Background: an optimization exercise with open tools, aiming at small area, a short achievable clock period and few clock cycles. Do not read the settings as production practice.
The RTL was checked by simulation tests, not by an equivalence proof against the original design.
Power and IR drop assume default switching activity.

==> inputs of run P <==
Design conv_top, start of the top module:
module conv_top (
    input  logic        clk,
    input  logic        rst_n,
    input  logic [11:0] paddr,
    input  logic        psel,
    input  logic        penable,
    input  logic        pwrite,
    input  logic [31:0] pwdata,
    output logic [31:0] prdata,
    output logic        pready,
    output logic        pslverr
);
export LEC_CHECK = 0
export CAP_MARGIN = 20
export CORE_MARGIN = 2
export CORE_UTILIZATION = 70
export SLEW_MARGIN = 20
create_clock -name core_clock -period 12.5 [get_ports {clk}]
standard.sh (not shown) runs the stock make flow with config.mk's settings and CLKGATE_MAP_FILE= SYNTH_SCRIPT=/design/flow/synth_recipe.tcl, a recipe that flattens the netlist after the stock synthesis.
==> flow/flow/run.sh <==
#!/bin/bash
set -euo pipefail
SETUP_MARGIN=8.7
bash standard.sh SETUP_SLACK_MARGIN=$SETUP_MARGIN MATCH_CELL_FOOTPRINT=0 \
    "BUFFER_PORTS_ARGS=-buffer_cell sky130_fd_sc_hd__buf_4" finish > orfs_make.log 2>&1
==> run K (differences from run P) <==
--- a/flow/design.v
+++ b/flow/design.v
@@ -67,14 +67,15 @@
     output logic [8:0]  pos,
     output logic [8:0]  neg,
     output logic [3:0]  nneg,
     output logic        step,
     output logic        first,
     output logic [7:0]  bsel,
     output logic [35:0] sel_oh,
+    output logic [7:0]  ph,
     output logic [3:0]  nneg_snap,
     output logic [14:0] booth,
     output logic        rd_res,
     output logic [17:0] misc,
     input  logic [20:0] rdata,
     input  logic        rsign
 );
@@ -82,26 +83,30 @@
     logic [8:0]  wsgn;       
     logic [17:0] weights;    
     logic        busy;
     logic        done;
     logic        run_q;
     logic        first_q;
     logic [7:0]  boh;
-    logic [5:0]  ptr;
-    logic        w1;
+    logic [5:0]  sel;        
+    logic [5:0]  selm1;      
+    logic [5:0]  t1, t2;     
+    logic        v1, v2;     
+    logic        inacc;      
+    logic        gapf;       
     logic        rdy_q;
     logic        acc_q;
     logic        wr_q;
     logic        ctrl_q;
     logic        wts_q;
+    logic        st_q;
     logic        scl_q;
     logic        feat_q;
     logic        err_q;
     logic [5:0]  idx_q;
-    logic [7:0]  pw_q;
     logic setup;
     logic a_ctrl, a_status, a_wts, a_scl, a_feat, a_res, mapped;
     logic finishing;
     logic [17:0] misc_d;
     assign setup    = psel && !penable;
     assign a_ctrl   = (paddr == 12'h000);
     assign a_status = (paddr == 12'h004);
@@ -127,32 +132,32 @@
             misc_d[7:0] = scale;
     end
     always_ff @(posedge clk)
     begin
         wr_q      <= pwrite;
         ctrl_q    <= a_ctrl;
         wts_q     <= a_wts;
+        st_q      <= a_status;
         scl_q     <= a_scl;
         feat_q    <= a_feat;
         err_q     <= !mapped || (a_res && pwrite);
         idx_q     <= paddr[7:2];
-        pw_q      <= pwdata[7:0];
     end
     assign rd_res = a_res && !pwrite;
     assign misc   = misc_d;
     assign pready  = rdy_q;
     assign pslverr = err_q;
     assign prdata  = {{6{rsign}}, {5{rdata[20]}}, rdata};
     logic wcommit;
     logic start_now;
     assign wcommit   = acc_q && wr_q;
     assign start_now = setup && a_ctrl && pwrite && pwdata[0] && !(busy && !finishing);
     assign feat_we   = wcommit && feat_q && !busy;
     assign feat_addr = idx_q;
-    assign feat_data = pw_q;
+    assign feat_data = pwdata[7:0];    
     assign step   = run_q;
     assign first  = first_q;
     assign bsel   = boh;
     always_ff @(posedge clk)
         nneg <= 4'(neg[0]) + 4'(neg[1]) + 4'(neg[2]) + 4'(neg[3]) + 4'(neg[4])
               + 4'(neg[5]) + 4'(neg[6]) + 4'(neg[7]) + 4'(neg[8]);
     logic [10:0] sx;
@@ -179,18 +184,24 @@
     begin
         if (first_q)
         begin
             nneg_snap <= nneg;
             booth     <= booth_d;
         end
     end
-    logic res_rd;
-    logic hit;
-    assign res_rd = setup && a_res && !pwrite;
-    assign hit    = (paddr[7:2] == ptr);
+    logic       res_rd;
+    logic [5:0] ri;
+    logic       ready_now;
+    logic       inflight;
+    logic       cmpl;
+    assign res_rd    = setup && a_res && !pwrite;
+    assign ri        = paddr[7:2];
+    assign ready_now = v2 && (t2 == ri);
+    assign inflight  = (v1 && (t1 == idx_q)) || (v2 && (t2 == idx_q)) || (sel == idx_q);
+    assign cmpl      = inacc && rdy_q;
     always_ff @(posedge clk or negedge rst_n)
     begin
         if (!rst_n)
         begin
             wsgn    <= '0;
             pos     <= '0;
             neg     <= '0;
@@ -233,35 +244,57 @@
                     done  <= 1'b1;
                 end
             end
         end
     end
     always_ff @(posedge clk)
     begin
+        ph <= run_q ? 8'b1 : {ph[6:0], ph[7]};
         acc_q <= setup;
-        if (start_now)
+        t1 <= sel;
+        v1 <= !busy;
+        t2 <= t1;
+        v2 <= v1;
+        if (first_q)
         begin
-            ptr    <= '0;
+            sel    <= '0;
+            selm1  <= '1;
             sel_oh <= 36'b1;
+            gapf   <= 1'b1;
         end
-        else if (res_rd)
+        else if (acc_q && st_q && !wr_q && done && gapf)
         begin
-            if (hit)
-            begin
-                ptr    <= (ptr == 6'd35) ? 6'd0 : ptr + 6'd1;
-                sel_oh <= {sel_oh[34:0], sel_oh[35]};
-            end
-            else
-            begin
-                ptr    <= paddr[7:2];
-                sel_oh <= 36'b1 << paddr[7:2];
-            end
+            sel    <= sel + 6'd1;
+            selm1  <= sel;
+            sel_oh <= sel_oh << 1;
+            gapf   <= 1'b0;
+        end
+        else if (inacc && !rdy_q && !inflight)
+        begin
+            sel    <= idx_q;
+            selm1  <= idx_q - 6'd1;
+            sel_oh <= 36'b1 << idx_q;
+            gapf   <= 1'b0;
         end
-        w1    <= res_rd && !hit;
-        rdy_q <= !((res_rd && !hit) || w1);
+        else if (cmpl && selm1 == idx_q)
+        begin
+            sel    <= sel + 6'd1;
+            selm1  <= sel;
+            sel_oh <= sel_oh << 1;
+        end
+        if (setup)
+            inacc <= res_rd;
+        else if (cmpl)
+            inacc <= 1'b0;
+        if (setup)
+            rdy_q <= !(res_rd && !ready_now);
+        else if (inacc && !rdy_q)
+            rdy_q <= v2 && (t2 == idx_q);
+        else
+            rdy_q <= 1'b1;
     end
 endmodule
 module feature_scan (
     input  logic        clk,
     input  logic        we,
     input  logic [5:0]  waddr,
     input  logic [7:0]  wdata,
@@ -279,50 +312,123 @@
         assign pbits[p] = |(mem[p] & bsel);
     end
 endmodule
 module window_buffer (
     input  logic             clk,
     input  logic [36*12-1:0] sums,
     input  logic [35:0]      sel_oh,     
+    input  logic [7:0]       ph,         
     input  logic [3:0]       nneg_snap,
     input  logic [14:0]      booth,      
     input  logic             rd_res,     
     input  logic [17:0]      misc,       
     output logic [20:0]      rdata,
     output logic             rsign       
 );
     logic [11:0]        sel;
-    logic signed [12:0] p1;
-    logic [14:0]        p3;      
     logic signed [12:0] v;
     always_comb
     begin
         sel = '0;
         for (int k = 0; k < 36; k++)
             sel = sel | (sums[k*12 +: 12] & {12{sel_oh[k]}});
     end
-    assign v = {5'({1'b0, sel[11:8]} - {1'b0, nneg_snap}), sel[7:0]};
-    always_ff @(posedge clk)
+    logic [7:0] low;
+    always_comb
     begin
-        p1 <= v;
-        p3 <= {{2{v[12]}}, v} + {v[12], v, 1'b0};
+        low = '0;
+        for (int m = 0; m < 8; m++)
+            low = low | ({8{ph[m]}} & ((sel[7:0] << m) | (sel[7:0] >> (8 - m))));
     end
+    assign v = {5'({1'b0, sel[11:8]} - {1'b0, nneg_snap}), low};
+    logic signed [12:0] q1;
+    always_ff @(posedge clk)
+        q1 <= v;
+    logic [14:0] v1, v2;
+    assign v1 = {{2{q1[12]}}, q1};
+    assign v2 = {q1[12], q1, 1'b0};
+    logic [14:0] t3g0, t3p0, v3;
+    assign t3g0 = v1 & v2;
+    assign t3p0 = v1 ^ v2;
+    logic [14:0] t3g1, t3p1;
+    for (genvar b = 0; b < 15; b++)
+    begin : g_t30
+        if (b >= 1)
+        begin : g_op
+            assign t3g1[b] = t3g0[b] | (t3p0[b] & t3g0[b-1]);
+            assign t3p1[b] = t3p0[b] & t3p0[b-1];
+        end
+        else
+        begin : g_pass
+            assign t3g1[b] = t3g0[b];
+            assign t3p1[b] = t3p0[b];
+        end
+    end
+    logic [14:0] t3g2, t3p2;
+    for (genvar b = 0; b < 15; b++)
+    begin : g_t31
+        if (b >= 2)
+        begin : g_op
+            assign t3g2[b] = t3g1[b] | (t3p1[b] & t3g1[b-2]);
+            assign t3p2[b] = t3p1[b] & t3p1[b-2];
+        end
+        else
+        begin : g_pass
+            assign t3g2[b] = t3g1[b];
+            assign t3p2[b] = t3p1[b];
+        end
+    end
+    logic [14:0] t3g3, t3p3;
+    for (genvar b = 0; b < 15; b++)
+    begin : g_t32
+        if (b >= 4)
+        begin : g_op
+            assign t3g3[b] = t3g2[b] | (t3p2[b] & t3g2[b-4]);
+            assign t3p3[b] = t3p2[b] & t3p2[b-4];
+        end
+        else
+        begin : g_pass
+            assign t3g3[b] = t3g2[b];
+            assign t3p3[b] = t3p2[b];
+        end
+    end
+    logic [14:0] t3g4, t3p4;
+    for (genvar b = 0; b < 15; b++)
+    begin : g_t33
+        if (b >= 8)
+        begin : g_op
+            assign t3g4[b] = t3g3[b] | (t3p3[b] & t3g3[b-8]);
+            assign t3p4[b] = t3p3[b] & t3p3[b-8];
+        end
+        else
+        begin : g_pass
+            assign t3g4[b] = t3g3[b];
+            assign t3p4[b] = t3p3[b];
+        end
+    end
+    assign v3 = t3p0 ^ {t3g4[13:0], 1'b0};
+    logic [14:0] m1, m2, m3, m4;
+    assign m1 = v1;
+    assign m2 = v2;
+    assign m3 = v3;
+    assign m4 = {q1, 2'b0};
     logic [14:0] pp0;
     logic [14:0] pp1;
     logic [14:0] pp2;
-    logic [14:0] m1, m2, m4;
-    assign m1 = {{2{p1[12]}}, p1};
-    assign m2 = {p1[12], p1, 1'b0};
-    assign m4 = {p1, 2'b0};
-    assign pp0 = (({15{booth[0]}} & m1) | ({15{booth[1]}} & m2)
-                 | ({15{booth[2]}} & p3) | ({15{booth[3]}} & m4)) ^ {15{booth[4]}};
-    assign pp1 = (({15{booth[5]}} & m1) | ({15{booth[6]}} & m2)
-                 | ({15{booth[7]}} & p3) | ({15{booth[8]}} & m4)) ^ {15{booth[9]}};
-    assign pp2 = (({15{booth[10]}} & m1) | ({15{booth[11]}} & m2)
-                 | ({15{booth[12]}} & p3) | ({15{booth[13]}} & m4)) ^ {15{booth[14]}};
+    logic        p1s;      
+    always_ff @(posedge clk)
+    begin
+        p1s <= q1[12];
+        pp0 <= (({15{booth[0]}} & m1) | ({15{booth[1]}} & m2)
+               | ({15{booth[2]}} & m3) | ({15{booth[3]}} & m4)) ^ {15{booth[4]}};
+        pp1 <= (({15{booth[5]}} & m1) | ({15{booth[6]}} & m2)
+               | ({15{booth[7]}} & m3) | ({15{booth[8]}} & m4)) ^ {15{booth[9]}};
+        pp2 <= (({15{booth[10]}} & m1) | ({15{booth[11]}} & m2)
+               | ({15{booth[12]}} & m3) | ({15{booth[13]}} & m4)) ^ {15{booth[14]}};
+    end
     logic s1;
     logic c2;
     logic s3;
     logic c4;
     logic s5;
     logic c6;
     logic s7;
@@ -456,15 +562,15 @@
         end
     end
     logic [20:0] prod;
     assign prod = kp0 ^ {kg5[19:0], 1'b0};
     always_ff @(posedge clk)
     begin
         rdata <= rd_res ? prod : {3'b0, misc};
-        rsign <= rd_res & p1[12] & (|{booth[13:10], booth[8:5], booth[3:0]});
+        rsign <= rd_res & p1s & (|{booth[13:10], booth[8:5], booth[3:0]});
     end
 endmodule
 module ternary_mac (
     input  logic             clk,
     input  logic [63:0]      pbits,
     input  logic [8:0]       pos,     
     input  logic [8:0]       neg,     
@@ -515,19 +621,17 @@
             assign t[2] = pc_q[2] ^ cin[2] ^ k2;
             assign k3   = (pc_q[2] & cin[2]) | (pc_q[2] & k2) | (cin[2] & k2);
             assign t[3] = pc_q[3] ^ cin[3] ^ k3;
             assign t[4] = (pc_q[3] & cin[3]) | (pc_q[3] & k3) | (cin[3] & k3);
             always_ff @(posedge clk)
             begin
                 pc_q <= pc;
+                low  <= {step ? t[0] : low[0], low[7:1]};
                 if (step)
-                begin
-                    low <= {t[0], low[7:1]};
-                    cy  <= t[4:1];
-                end
+                    cy <= t[4:1];
             end
             assign sums[(6*r+c)*12 +: 12] = {cy, low};
         end
     end
 endmodule
 module conv_top (
     input  logic        clk,
@@ -547,14 +651,15 @@
     logic [8:0]  pos;
     logic [8:0]  neg;
     logic [3:0]  nneg;
     logic        step;
     logic        first;
     logic [7:0]  bsel;
     logic [35:0] sel_oh;
+    logic [7:0]  ph;
     logic [3:0]  nneg_snap;
     logic [14:0] booth;
     logic        rd_res;
     logic [17:0] misc;
     logic [20:0] rdata;
     logic        rsign;
     logic [63:0] pbits;
@@ -576,14 +681,15 @@
         .pos        (pos),
         .neg        (neg),
         .nneg       (nneg),
         .step       (step),
         .first      (first),
         .bsel       (bsel),
         .sel_oh     (sel_oh),
+        .ph         (ph),
         .nneg_snap  (nneg_snap),
         .booth      (booth),
         .rd_res     (rd_res),
         .misc       (misc),
         .rdata      (rdata),
         .rsign      (rsign)
     );
@@ -605,14 +711,15 @@
         .first   (first),
         .sums    (sums)
     );
     window_buffer u_rd (
         .clk        (clk),
         .sums       (sums),
         .sel_oh     (sel_oh),
+        .ph         (ph),
         .nneg_snap  (nneg_snap),
         .booth      (booth),
         .rd_res     (rd_res),
         .misc       (misc),
         .rdata      (rdata),
         .rsign      (rsign)
     );
==> flow/flow/run.sh (replaced) <==
#!/bin/bash
set -euo pipefail
SETUP_MARGIN=9.0
bash standard.sh SETUP_SLACK_MARGIN=$SETUP_MARGIN MATCH_CELL_FOOTPRINT=0 \
    "BUFFER_PORTS_ARGS=-buffer_cell sky130_fd_sc_hd__buf_4" finish > orfs_make.log 2>&1
CTS_CLUSTER_DIAMETER = 70   (was unset)
CTS_CLUSTER_SIZE = 25   (was unset)
==> run summary <==
quantity                                                                                         run P                       run K
Hold Startpoint                                                                              u_regs.w1  u_mac.g_r[5].g_c[1].low[3]
Shortest clock period the worst path allows after layout                                       3.82 ns                     3.70 ns
Part of the cycle the worst path needs                                                           0.305                       0.296
Run status                                                                     complete, no violations     complete, no violations
Post-Syn Nets                                                                                     5099                        5309
Sequential share of cell area                                                                    0.528                       0.529
Depth of the CTS H-tree                                                                              4                           3
Sequential power share                                                                           0.457                       0.606
Wire length after detailed routing                                                           168000 um                   168000 um
Clock network area share                                                                        0.0654                      0.0348
Power attributed to sequential cells                                                         0.00468 W                   0.00474 W
Global routing usage on met3                                                                    0.0803                      0.0718
Avg Vias per Cell                                                                                 6.73                        6.71
Adder-cell area share of the yosys netlist                                                       0.137                       0.139
Basic-gate share of the synthesized area counting and, or, nand and nor cells                   0.0571                      0.0655
Mean post-synth cell area                                                                     12.9 um2                    12.3 um2
Max Fanout on Critical Path                                                                         10                           6
Proportion of final cell area spent on non-clock buffers                                        0.0364                      0.0362
Fraction of power spent switching nets                                                           0.267                       0.243
Cts bufs inserted                                                                                  130                          68
CP Data Required Time                                                                         13.17 ns                    10.00 ns
Cell Int Power                                                                               0.00749 W                   0.00593 W
Largest stage delay on the critical path                                                       0.73 ns                     0.42 ns
Crit path capture                                                                         u_regs.run_q                  prdata[23]
Testbench counts of run P, summed over its fixed seeds: cycles 10,272.
Testbench counts of run K, summed over its fixed seeds: cycles 10,320.

port drivers added, routing unchanged:
Ports are ideal in the flow. The routed layouts listed here were re-timed in OpenROAD. Step 1 sets driving cells, clkbuf_16 on the clock port and buf_2 on the other inputs (assumed; they add their load-dependent delay and slew). Step 2 also shifts input and output timing later by t, the mid clock arrival at the registers, as if the neighbouring blocks saw the same clock. Slacks: no drivers / after step 1 / after step 2; pairs: no drivers / after step 1.
run	t (ns)	slack for setup (ns)	hold slack, ns
run P	0.808	8.682 / 8.684 / 7.916	0.411 / 0.411 / 0.411
run K	0.734	8.802 / 8.728 / 8.199	0.346 / 0.346 / 0.346
After both steps every run listed still meets setup and hold. The setup slack of run P, which loses most, moves by +0.002 ns with the drivers and by -0.766 ns with both steps.
